This design comes from an exercise in tuning for small area, a short achievable clock period and few clock cycles on the open sky130 flow, not from production work.
RTL that was checked went through simulation tests only; none was proved equivalent to the original.

==> tundra: inputs <==
## competitive_node_distance_adapt
module competitive_node_distance_adapt (
    input  logic                  clk,
    input  logic                  rst_n,
    input  logic                  cfg_we,
    input  logic [15:0]           cfg_wdata,
    input  logic                  in_valid,
    output logic                  in_stall,
    input  logic [40:0]           in_data,
    output logic                  out_valid,
    input  logic                  out_stall,
    output logic [34:0]           out_data
);
Settings: LEC_CHECK=0, CAP_MARGIN=20, CORE_MARGIN=2, CORE_UTILIZATION=40, SLEW_MARGIN=20, TNS_END_PERCENT=100; clock period 12.0 ns.
standard.sh (not shown) runs the stock make flow with config.mk's settings and CLKGATE_MAP_FILE= SYNTH_SCRIPT=/design/flow/synth_recipe.tcl, a recipe that flattens the netlist after the stock synthesis.
==> flow/flow/run.sh <==
#!/bin/bash
# Standard layout, with timing repair aiming at 8 ns of setup slack and no dummy clock loads.
set -euo pipefail
bash standard.sh SETUP_SLACK_MARGIN=8 \
  CTS_ARGS="-sink_clustering_enable -repair_clock_nets -dont_use_dummy_load" \
  finish > flow_make.log 2>&1
==> cedar (differences from tundra) <==
--- a/flow/design.v
+++ b/flow/design.v
@@ -108,16 +108,17 @@
     logic        dens_busy, dens_done, dens_pend;
     logic [15:0] d_M;
     logic [15:0] dens_res;
     logic        da_act, da_bv, da_bit;
     logic [32:0] da_r, da_b;
     logic [4:0]  da_cnt;
     logic [2:0]  db_st;
     logic [15:0] db_r, db_b;
+    logic [17:0] db_b3;                  
     logic [17:0] db_q;
     logic [4:0]  db_cnt;
     logic [4:0]  db_l;
     logic        db_cur;                 
     logic        sq_busy, sq_done;
     logic [31:0] sq_rad;
     logic [16:0] sq_rem;
     logic [15:0] sq_root;
@@ -157,17 +158,17 @@
     logic [3:0] ir_idx_n;
     logic       ir_last_n, issue_ok_n;
     assign a_run_n      = is_adapt | (a_run & (a_cnt != 4'd15));
     assign a_cnt_n      = is_adapt ? 4'd0 : a_run ? (a_cnt + 4'd1) : a_cnt;
     assign adapt_busy_n = a_run_n | a_run | e1_v | f2_v | e2_v | f3_v | e3_v;
     always_comb
     begin
         ww_inflight_n = is_ww;
-        for (int k = 1; k < L - 1; k++)
+        for (int k = 1; k < L; k++)
             if (p_v[k] && p_k[k] == K_WW)
                 ww_inflight_n = 1'b1;
     end
     assign mcur_v_n     = win_inc ? mnext_v : (db_st == DB_RFIN && db_cur) ? 1'b1 : mcur_v;
     assign dens_busy_n  = is_den | (dens_busy & !give_den);
     assign dcnt_n       = dcnt + {1'b0, (is_smp && ir_last)} - {1'b0, give_dist};
     assign dgap_n       = (is_smp && ir_last) ? 4'd0 : (dgap != 4'd15) ? (dgap + 4'd1) : dgap;
     assign ir_v_n       = in_stall_r | in_valid;
@@ -883,20 +884,23 @@
     assign sq_w345 = (sq_w132 & sq_w133) | (sq_w132 & pa_x[15]) | (sq_w133 & pa_x[15]);
     logic [33:0] sq_s, sq_c;
     assign sq_s = {1'b0, sq_w135, sq_w134, sq_w344, sq_w342, sq_w340, sq_w338, sq_w336, sq_w334, sq_w332, sq_w330, sq_w328, sq_w326, sq_w324, sq_w322, sq_w320, sq_w318, sq_w316, sq_w314, sq_w312, sq_w310, sq_w308, sq_w306, sq_w304, sq_w302, sq_w300, sq_w298, sq_w296, sq_w294, pa_x[2], sq_w1, sq_w0, 1'b0, pa_x[0]};
     assign sq_c = {1'b0, pa_x[16], sq_w345, sq_w343, sq_w341, sq_w339, sq_w337, sq_w335, sq_w333, sq_w331, sq_w329, sq_w327, sq_w325, sq_w323, sq_w321, sq_w319, sq_w317, sq_w315, sq_w313, sq_w311, sq_w309, sq_w307, sq_w305, sq_w303, sq_w301, sq_w299, sq_w297, sq_w295, sq_w293, sq_w292, 1'b0, pa_x[1], 1'b0, 1'b0};
     logic [33:0] sum_acc;
     logic [31:0] sum_sat;
     assign sum_acc = {2'b00, (sv_den ? 32'd0 : sum_reg)} + sv_s + sv_c;
     assign sum_sat = (sum_acc[33:32] != 2'b00) ? 32'hFFFF_FFFF : sum_acc[31:0];
+    logic [15:0] e0_s, e0_w;
+    logic [3:0]  e0_i;
+    assign e0_i = a_run ? (a_cnt + 4'd1) : 4'd0;
     logic [15:0] e1s_s, e1s_w;
     logic [16:0] e1s_d1;
-    assign e1s_s  = smp[a_cnt];
-    assign e1s_w  = wgt[a_cnt];
+    assign e1s_s  = e0_s;
+    assign e1s_w  = e0_w;
     assign e1s_d1 = {e1s_s[15], e1s_s} - {e1s_w[15], e1s_w};
     logic mr_w0;
     assign mr_w0 = ((a_Rb[0] & e1_ad[0])) ^ a_Rb[2];
     logic mr_w1;
     assign mr_w1 = ((a_Rb[0] & e1_ad[1]) | (a_Rb[1] & e1_ad[0])) ^ a_Rb[2];
     logic mr_w2;
     assign mr_w2 = ((a_Rb[0] & e1_ad[2]) | (a_Rb[1] & e1_ad[1])) ^ a_Rb[2];
     logic mr_w3;
@@ -2896,28 +2900,35 @@
     assign w_wi = e4_v ? e4_idx : p_idx[L];
     assign w_wd = e4_v ? e5s_nw : p_val[L];
     logic [33:0] da_t;
     logic [34:0] da_diff;
     logic        da_ge;
     assign da_t    = {da_r, 1'b0};
     assign da_diff = {1'b0, da_t} - {2'b00, da_b};
     assign da_ge   = !da_diff[34];
-    logic [16:0] db_t1, db_t2;
-    logic [17:0] db_d1, db_d2;
+    logic [16:0] db_t1;
+    logic [17:0] db_d1;
+    logic [18:0] db_da, db_db;
     logic [15:0] db_r1, db_r2;
     logic        db_ge1, db_ge2;
     assign db_t1  = {db_r, (db_st == DB_DENS) ? da_bit : 1'b0};
     assign db_d1  = {1'b0, db_t1} - {2'b00, db_b};
     assign db_ge1 = !db_d1[17];
     assign db_r1  = db_ge1 ? db_d1[15:0] : db_t1[15:0];
-    assign db_t2  = {db_r1, 1'b0};
-    assign db_d2  = {1'b0, db_t2} - {2'b00, db_b};
-    assign db_ge2 = !db_d2[17];
-    assign db_r2  = db_ge2 ? db_d2[15:0] : db_t2[15:0];
+    assign db_da  = {1'b0, db_r, 2'b00} - {3'b000, db_b};
+    assign db_db  = {1'b0, db_r, 2'b00} - {1'b0, db_b3};
+    assign db_ge2 = db_ge1 ? !db_db[18] : !db_da[18];
+    always_comb
+    begin
+        if (db_ge1)
+            db_r2 = db_ge2 ? db_db[15:0] : {db_d1[14:0], 1'b0};
+        else
+            db_r2 = db_ge2 ? db_da[15:0] : {db_r[13:0], 2'b00};
+    end
     logic        rc_cur;
     logic [15:0] rc_b, rc_bm1, rc_th;
     logic [4:0]  rc_l;
     assign rc_cur = !mcur_v;
     assign rc_b   = rc_cur ? win_reg : (win_reg + 16'd1);
     assign rc_bm1 = rc_cur ? (win_reg - 16'd1) : win_reg;
     always_comb
     begin
@@ -3198,16 +3209,18 @@
             a_win <= ir_win;
         end
         if (is_den)
             d_M <= win_reg;
         e1_idx <= a_cnt;
         e1_neg <= e1s_d1[16];
         e1_ad  <= e1s_d1[16] ? 16'(-e1s_d1) : e1s_d1[15:0];
         e1_w   <= e1s_w;
+        e0_s   <= smp[e0_i];
+        e0_w   <= wgt[e0_i];
         e1_win <= a_win;
         f2_idx <= e1_idx;
         f2_neg <= e1_neg;
         f2_s   <= mr_s[31:16];
         f2_c   <= mr_c[31:16];
         f2_co  <= f2s_lo[16];
         f2_w   <= e1_w;
         f2_win <= e1_win;
@@ -3261,16 +3274,17 @@
             db_b   <= d_M;
             db_cnt <= '0;
         end
         else if (rc_start)
         begin
             db_r   <= ~rc_bm1 & rc_th;
             db_q   <= '0;
             db_b   <= rc_b;
+            db_b3  <= {2'b00, rc_b} + {1'b0, rc_b, 1'b0};
             db_l   <= rc_l;
             db_cur <= rc_cur;
             db_cnt <= '0;
         end
         else if (db_st == DB_DENS && da_bv)
         begin
             db_r   <= db_r1;
             db_q   <= {db_q[16:0], db_ge1};
==> flow/flow/run.sh (replaced) <==
#!/bin/bash
# Standard layout, with timing repair aiming at 7.4 ns of setup slack and no dummy clock loads.
set -euo pipefail
bash standard.sh SETUP_SLACK_MARGIN=7.4 \
  CTS_ARGS="-sink_clustering_enable -repair_clock_nets -dont_use_dummy_load" \
  finish > flow_make.log 2>&1
CORE_UTILIZATION = 55   (was 40)
==> maple (differences from tundra) <==
--- a/flow/design.v
+++ b/flow/design.v
@@ -85,39 +85,40 @@
     logic [33:0] sv_s, sv_c;             
     logic        a_run;
     logic [3:0]  a_cnt;
     logic [26:0] a_Rb;                   
     logic [26:0] a_mb;                   
     logic [4:0]  a_l;
     logic        a_win;
     logic        e1_v, f2_v, e2_v, f3_v, e3_v, e4_v;
-    logic [3:0]  e1_idx, f2_idx, e2_idx, f3_idx, e3_idx, e4_idx;
+    logic [3:0]  wb_cnt;                 
     logic        e1_neg, f2_neg, e2_neg, f3_neg, e3_neg, e4_neg;
-    logic        e1_win, f2_win, e2_win, f3_win, e3_win;
+    logic        a_win4;                 
+    logic [4:0]  a_l5;                   
+    logic        a_d3, a_d4, a_d5;
     logic [15:0] e1_w, f2_w, e2_w, f3_w, e3_w, e4_w;
     logic [15:0] f2_s, f2_c;             
     logic        f2_co;                  
     logic [16:0] f3_s, f3_c;             
     logic        f3_co;
-    logic [4:0]  f2_l, f3_l;
     logic [15:0] a_mlo;                  
     logic        a_mcap2;
     logic [15:0] e1_ad, e2_n;
     logic        a_mcap;                 
-    logic [4:0]  e2_l, e3_l, e4_l;
     logic [16:0] e3_p, e4_q;
     logic        dens_busy, dens_done, dens_pend;
     logic [15:0] d_M;
     logic [15:0] dens_res;
     logic        da_act, da_bv, da_bit;
     logic [32:0] da_r, da_b;
     logic [4:0]  da_cnt;
     logic [2:0]  db_st;
     logic [15:0] db_r, db_b;
+    logic [17:0] db_b3;                  
     logic [17:0] db_q;
     logic [4:0]  db_cnt;
     logic [4:0]  db_l;
     logic        db_cur;                 
     logic        sq_busy, sq_done;
     logic [31:0] sq_rad;
     logic [16:0] sq_rem;
     logic [15:0] sq_root;
@@ -157,17 +158,17 @@
     logic [3:0] ir_idx_n;
     logic       ir_last_n, issue_ok_n;
     assign a_run_n      = is_adapt | (a_run & (a_cnt != 4'd15));
     assign a_cnt_n      = is_adapt ? 4'd0 : a_run ? (a_cnt + 4'd1) : a_cnt;
     assign adapt_busy_n = a_run_n | a_run | e1_v | f2_v | e2_v | f3_v | e3_v;
     always_comb
     begin
         ww_inflight_n = is_ww;
-        for (int k = 1; k < L - 1; k++)
+        for (int k = 1; k < L; k++)
             if (p_v[k] && p_k[k] == K_WW)
                 ww_inflight_n = 1'b1;
     end
     assign mcur_v_n     = win_inc ? mnext_v : (db_st == DB_RFIN && db_cur) ? 1'b1 : mcur_v;
     assign dens_busy_n  = is_den | (dens_busy & !give_den);
     assign dcnt_n       = dcnt + {1'b0, (is_smp && ir_last)} - {1'b0, give_dist};
     assign dgap_n       = (is_smp && ir_last) ? 4'd0 : (dgap != 4'd15) ? (dgap + 4'd1) : dgap;
     assign ir_v_n       = in_stall_r | in_valid;
@@ -883,20 +884,23 @@
     assign sq_w345 = (sq_w132 & sq_w133) | (sq_w132 & pa_x[15]) | (sq_w133 & pa_x[15]);
     logic [33:0] sq_s, sq_c;
     assign sq_s = {1'b0, sq_w135, sq_w134, sq_w344, sq_w342, sq_w340, sq_w338, sq_w336, sq_w334, sq_w332, sq_w330, sq_w328, sq_w326, sq_w324, sq_w322, sq_w320, sq_w318, sq_w316, sq_w314, sq_w312, sq_w310, sq_w308, sq_w306, sq_w304, sq_w302, sq_w300, sq_w298, sq_w296, sq_w294, pa_x[2], sq_w1, sq_w0, 1'b0, pa_x[0]};
     assign sq_c = {1'b0, pa_x[16], sq_w345, sq_w343, sq_w341, sq_w339, sq_w337, sq_w335, sq_w333, sq_w331, sq_w329, sq_w327, sq_w325, sq_w323, sq_w321, sq_w319, sq_w317, sq_w315, sq_w313, sq_w311, sq_w309, sq_w307, sq_w305, sq_w303, sq_w301, sq_w299, sq_w297, sq_w295, sq_w293, sq_w292, 1'b0, pa_x[1], 1'b0, 1'b0};
     logic [33:0] sum_acc;
     logic [31:0] sum_sat;
     assign sum_acc = {2'b00, (sv_den ? 32'd0 : sum_reg)} + sv_s + sv_c;
     assign sum_sat = (sum_acc[33:32] != 2'b00) ? 32'hFFFF_FFFF : sum_acc[31:0];
+    logic [15:0] e0_s, e0_w;
+    logic [3:0]  e0_i;
+    assign e0_i = a_run ? (a_cnt + 4'd1) : 4'd0;
     logic [15:0] e1s_s, e1s_w;
     logic [16:0] e1s_d1;
-    assign e1s_s  = smp[a_cnt];
-    assign e1s_w  = wgt[a_cnt];
+    assign e1s_s  = e0_s;
+    assign e1s_w  = e0_w;
     assign e1s_d1 = {e1s_s[15], e1s_s} - {e1s_w[15], e1s_w};
     logic mr_w0;
     assign mr_w0 = ((a_Rb[0] & e1_ad[0])) ^ a_Rb[2];
     logic mr_w1;
     assign mr_w1 = ((a_Rb[0] & e1_ad[1]) | (a_Rb[1] & e1_ad[0])) ^ a_Rb[2];
     logic mr_w2;
     assign mr_w2 = ((a_Rb[0] & e1_ad[2]) | (a_Rb[1] & e1_ad[1])) ^ a_Rb[2];
     logic mr_w3;
@@ -2882,42 +2886,49 @@
     assign md_w118 = e4s_y[14] ^ 1'b1;
     logic md_w119;
     assign md_w119 = e4s_y[14] & 1'b1;
     logic [29:0] md_s, md_c;
     assign md_s = {1'b1, md_w118, md_w116, md_w114, md_w112, md_w110, md_w108, md_w106, md_w104, md_w102, md_w100, md_w98, md_w96, md_w94, md_w92, md_w90, md_w88, md_w86, md_w84, md_w82, md_w80, md_w78, md_w76, md_w74, md_w72, 1'b1, md_w1, md_w0, 1'b0, 1'b0};
     assign md_c = {md_w119, md_w117, md_w115, md_w113, md_w111, md_w109, md_w107, md_w105, md_w103, md_w101, md_w99, md_w97, md_w95, md_w93, md_w91, md_w89, md_w87, md_w85, md_w83, md_w81, md_w79, md_w77, md_w75, md_w73, md_w71, md_w70, 1'b0, 1'b1, 1'b0, 1'b0};
     assign e4s_c = md_s + md_c;
     logic [15:0] e5s_q, e5s_nw;
-    assign e5s_q  = 16'(e4_q >> e4_l);
+    assign e5s_q  = 16'(e4_q >> a_l5);
     assign e5s_nw = e4_w + (e5s_q ^ {16{e4_neg}}) + {15'd0, e4_neg};
     logic        w_we;
     logic [3:0]  w_wi;
     logic [15:0] w_wd;
     assign w_we = e4_v || (p_v[L] && p_k[L] == K_WW);
-    assign w_wi = e4_v ? e4_idx : p_idx[L];
+    assign w_wi = e4_v ? wb_cnt : p_idx[L];
     assign w_wd = e4_v ? e5s_nw : p_val[L];
     logic [33:0] da_t;
     logic [34:0] da_diff;
     logic        da_ge;
     assign da_t    = {da_r, 1'b0};
     assign da_diff = {1'b0, da_t} - {2'b00, da_b};
     assign da_ge   = !da_diff[34];
-    logic [16:0] db_t1, db_t2;
-    logic [17:0] db_d1, db_d2;
+    logic [16:0] db_t1;
+    logic [17:0] db_d1;
+    logic [18:0] db_da, db_db;
     logic [15:0] db_r1, db_r2;
     logic        db_ge1, db_ge2;
     assign db_t1  = {db_r, (db_st == DB_DENS) ? da_bit : 1'b0};
     assign db_d1  = {1'b0, db_t1} - {2'b00, db_b};
     assign db_ge1 = !db_d1[17];
     assign db_r1  = db_ge1 ? db_d1[15:0] : db_t1[15:0];
-    assign db_t2  = {db_r1, 1'b0};
-    assign db_d2  = {1'b0, db_t2} - {2'b00, db_b};
-    assign db_ge2 = !db_d2[17];
-    assign db_r2  = db_ge2 ? db_d2[15:0] : db_t2[15:0];
+    assign db_da  = {1'b0, db_r, 2'b00} - {3'b000, db_b};
+    assign db_db  = {1'b0, db_r, 2'b00} - {1'b0, db_b3};
+    assign db_ge2 = db_ge1 ? !db_db[18] : !db_da[18];
+    always_comb
+    begin
+        if (db_ge1)
+            db_r2 = db_ge2 ? db_db[15:0] : {db_d1[14:0], 1'b0};
+        else
+            db_r2 = db_ge2 ? db_da[15:0] : {db_r[13:0], 2'b00};
+    end
     logic        rc_cur;
     logic [15:0] rc_b, rc_bm1, rc_th;
     logic [4:0]  rc_l;
     assign rc_cur = !mcur_v;
     assign rc_b   = rc_cur ? win_reg : (win_reg + 16'd1);
     assign rc_bm1 = rc_cur ? (win_reg - 16'd1) : win_reg;
     always_comb
     begin
@@ -2984,16 +2995,20 @@
             a_mcap    <= 1'b0;
             a_cnt     <= '0;
             e1_v      <= 1'b0;
             f2_v      <= 1'b0;
             e2_v      <= 1'b0;
             f3_v      <= 1'b0;
             e3_v      <= 1'b0;
             a_mcap2   <= 1'b0;
+            a_d3      <= 1'b0;
+            a_d4      <= 1'b0;
+            a_d5      <= 1'b0;
+            wb_cnt    <= '0;
             e4_v      <= 1'b0;
             dens_busy <= 1'b0;
             dens_done <= 1'b0;
             dens_pend <= 1'b0;
             da_act    <= 1'b0;
             da_bv     <= 1'b0;
             db_st     <= DB_IDLE;
             sq_busy   <= 1'b0;
@@ -3064,16 +3079,21 @@
                     a_run <= 1'b0;
             end
             e1_v <= a_run;
             f2_v <= e1_v;
             e2_v <= f2_v;
             f3_v <= e2_v;
             e3_v <= f3_v;
             a_mcap2 <= a_mcap;
+            a_d3    <= a_mcap2;
+            a_d4    <= a_d3;
+            a_d5    <= a_d4;
+            if (e4_v)
+                wb_cnt <= wb_cnt + 4'd1;
             e4_v <= e3_v;
             if (sv_v && sv_den)
                 dens_pend <= 1'b1;
             else if (d_start)
                 dens_pend <= 1'b0;
             if (d_start)
                 da_act <= 1'b1;
             else if (da_act && da_cnt == 5'd17)
@@ -3194,58 +3214,48 @@
         if (is_adapt)
         begin
             a_Rb  <= booth_enc({1'b0, rate_reg});
             a_l   <= lcur;
             a_win <= ir_win;
         end
         if (is_den)
             d_M <= win_reg;
-        e1_idx <= a_cnt;
         e1_neg <= e1s_d1[16];
         e1_ad  <= e1s_d1[16] ? 16'(-e1s_d1) : e1s_d1[15:0];
         e1_w   <= e1s_w;
-        e1_win <= a_win;
-        f2_idx <= e1_idx;
+        e0_s   <= smp[e0_i];
+        e0_w   <= wgt[e0_i];
         f2_neg <= e1_neg;
         f2_s   <= mr_s[31:16];
         f2_c   <= mr_c[31:16];
         f2_co  <= f2s_lo[16];
         f2_w   <= e1_w;
-        f2_win <= e1_win;
-        f2_l   <= a_l;
-        e2_idx <= f2_idx;
         e2_neg <= f2_neg;
         e2_n   <= e2s_n;
         e2_w   <= f2_w;
-        e2_win <= f2_win;
         if (is_adapt)
             a_mlo <= mcur;
         if (a_mcap2)
             a_mb <= booth_enc({1'b1, a_mlo});
-        e2_l   <= f2_l;
-        f3_idx <= e2_idx;
         f3_neg <= e2_neg;
         f3_s   <= mm_s[32:16];
         f3_c   <= mm_c[32:16];
         f3_co  <= f3s_lo[16];
         f3_w   <= e2_w;
-        f3_win <= e2_win;
-        f3_l   <= e2_l;
-        e3_idx <= f3_idx;
         e3_neg <= f3_neg;
         e3_p   <= e3s_p;
         e3_w   <= f3_w;
-        e3_win <= f3_win;
-        e3_l   <= f3_l;
-        e4_idx <= e3_idx;
         e4_neg <= e3_neg;
-        e4_q   <= e3_win ? e3_p : {6'd0, e4s_c[29:19]};
+        e4_q   <= a_win4 ? e3_p : {6'd0, e4s_c[29:19]};
+        if (a_d4)
+            a_win4 <= a_win;
+        if (a_d5)
+            a_l5   <= a_l;
         e4_w   <= e3_w;
-        e4_l   <= e3_l;
         if (sv_v && sv_den)
             da_b <= sum_acc[32:0];
         if (d_start)
         begin
             da_r   <= 33'h40_0000;               
             da_cnt <= '0;
         end
         else if (da_act)
@@ -3261,16 +3271,17 @@
             db_b   <= d_M;
             db_cnt <= '0;
         end
         else if (rc_start)
         begin
             db_r   <= ~rc_bm1 & rc_th;
             db_q   <= '0;
             db_b   <= rc_b;
+            db_b3  <= {2'b00, rc_b} + {1'b0, rc_b, 1'b0};
             db_l   <= rc_l;
             db_cur <= rc_cur;
             db_cnt <= '0;
         end
         else if (db_st == DB_DENS && da_bv)
         begin
             db_r   <= db_r1;
             db_q   <= {db_q[16:0], db_ge1};
==> flow/flow/run.sh (replaced) <==
#!/bin/bash
# Standard layout, with timing repair aiming at 7.4 ns of setup slack and no dummy clock loads.
set -euo pipefail
bash standard.sh SETUP_SLACK_MARGIN=7.4 \
  CTS_ARGS="-sink_clustering_enable -repair_clock_nets -dont_use_dummy_load" \
  finish > flow_make.log 2>&1
==> parameters.txt <==
Parameter                              Value

Status
  Run status ... timing/DRC/antenna clean

Hold path
  Min-Delay Endpoint ... e2_w[3]$_DFF_P_

Timing
  Worst setup slack after layout ... 7460 ps

Logic synthesis
  Complex-gate fraction of the synthesized area ... 15.1%
-- figures above: cedar

==> parameters.txt <==
Parameter                              Value

Status
  Run status ... timing/DRC/antenna clean

Hold path
  Min-Delay Endpoint ... p_val[2][15]$_DFF_P_

Logic synthesis
  Complex-gate fraction of the synthesized area ... 15.4%

Timing
  Worst setup slack after layout ... 7320 ps
-- figures above: maple

==> parameters.txt <==
Parameter                              Value

Timing
  Worst setup slack after layout ... 6770 ps

Logic synthesis
  Complex-gate fraction of the synthesized area ... 15.7%
  Distinct cell type count after synthesis ... 104

Status
  Run status ... timing/DRC/antenna clean
-- figures above: tundra

Testbench counts of cedar, summed over its fixed seeds: cycles 4,879.
Testbench counts of maple, summed over its fixed seeds: cycles 4,879.
Only the layout flow was run in tundra; the RTL was not checked for function there.

static timing again, ports no longer ideal:
No port has a modelled driver above. Below, the same layouts with a new extraction and two added sets of constraints. Step 1 sets driving cells, clkbuf_16 on the clock port and buf_2 on the other inputs (assumed; they add their load-dependent delay and slew). Step 2 times the ports against the registers' clock, not the clock port: input delays grow and output delays shrink by t, the midpoint of the rising clock arrivals with the driver on. a / b / c = ideal / step 1 / step 2; a / b = the first two.
| run | t (ns) | slack for setup (ns) | hold slack, ns | worst setup path after step 2 | cell pins on the clock port's net |
|---|---|---|---|---|---|
| tundra | 0.852 | 6.768 / 6.768 / 6.768 | 0.273 / 0.273 / 0.273 | register to register | 1 |
| cedar | 0.858 | 7.456 / 7.367 / 6.872 | 0.297 / 0.297 / 0.297 | input to register | 1 |
| maple | 0.875 | 7.324 / 7.324 / 6.751 | 0.284 / 0.284 / 0.284 | input to register | 1 |
After both steps every run listed still meets setup and hold. For cedar, which loses most, drivers alone change the setup slack by -0.089 ns; drivers and shift together by -0.584 ns.
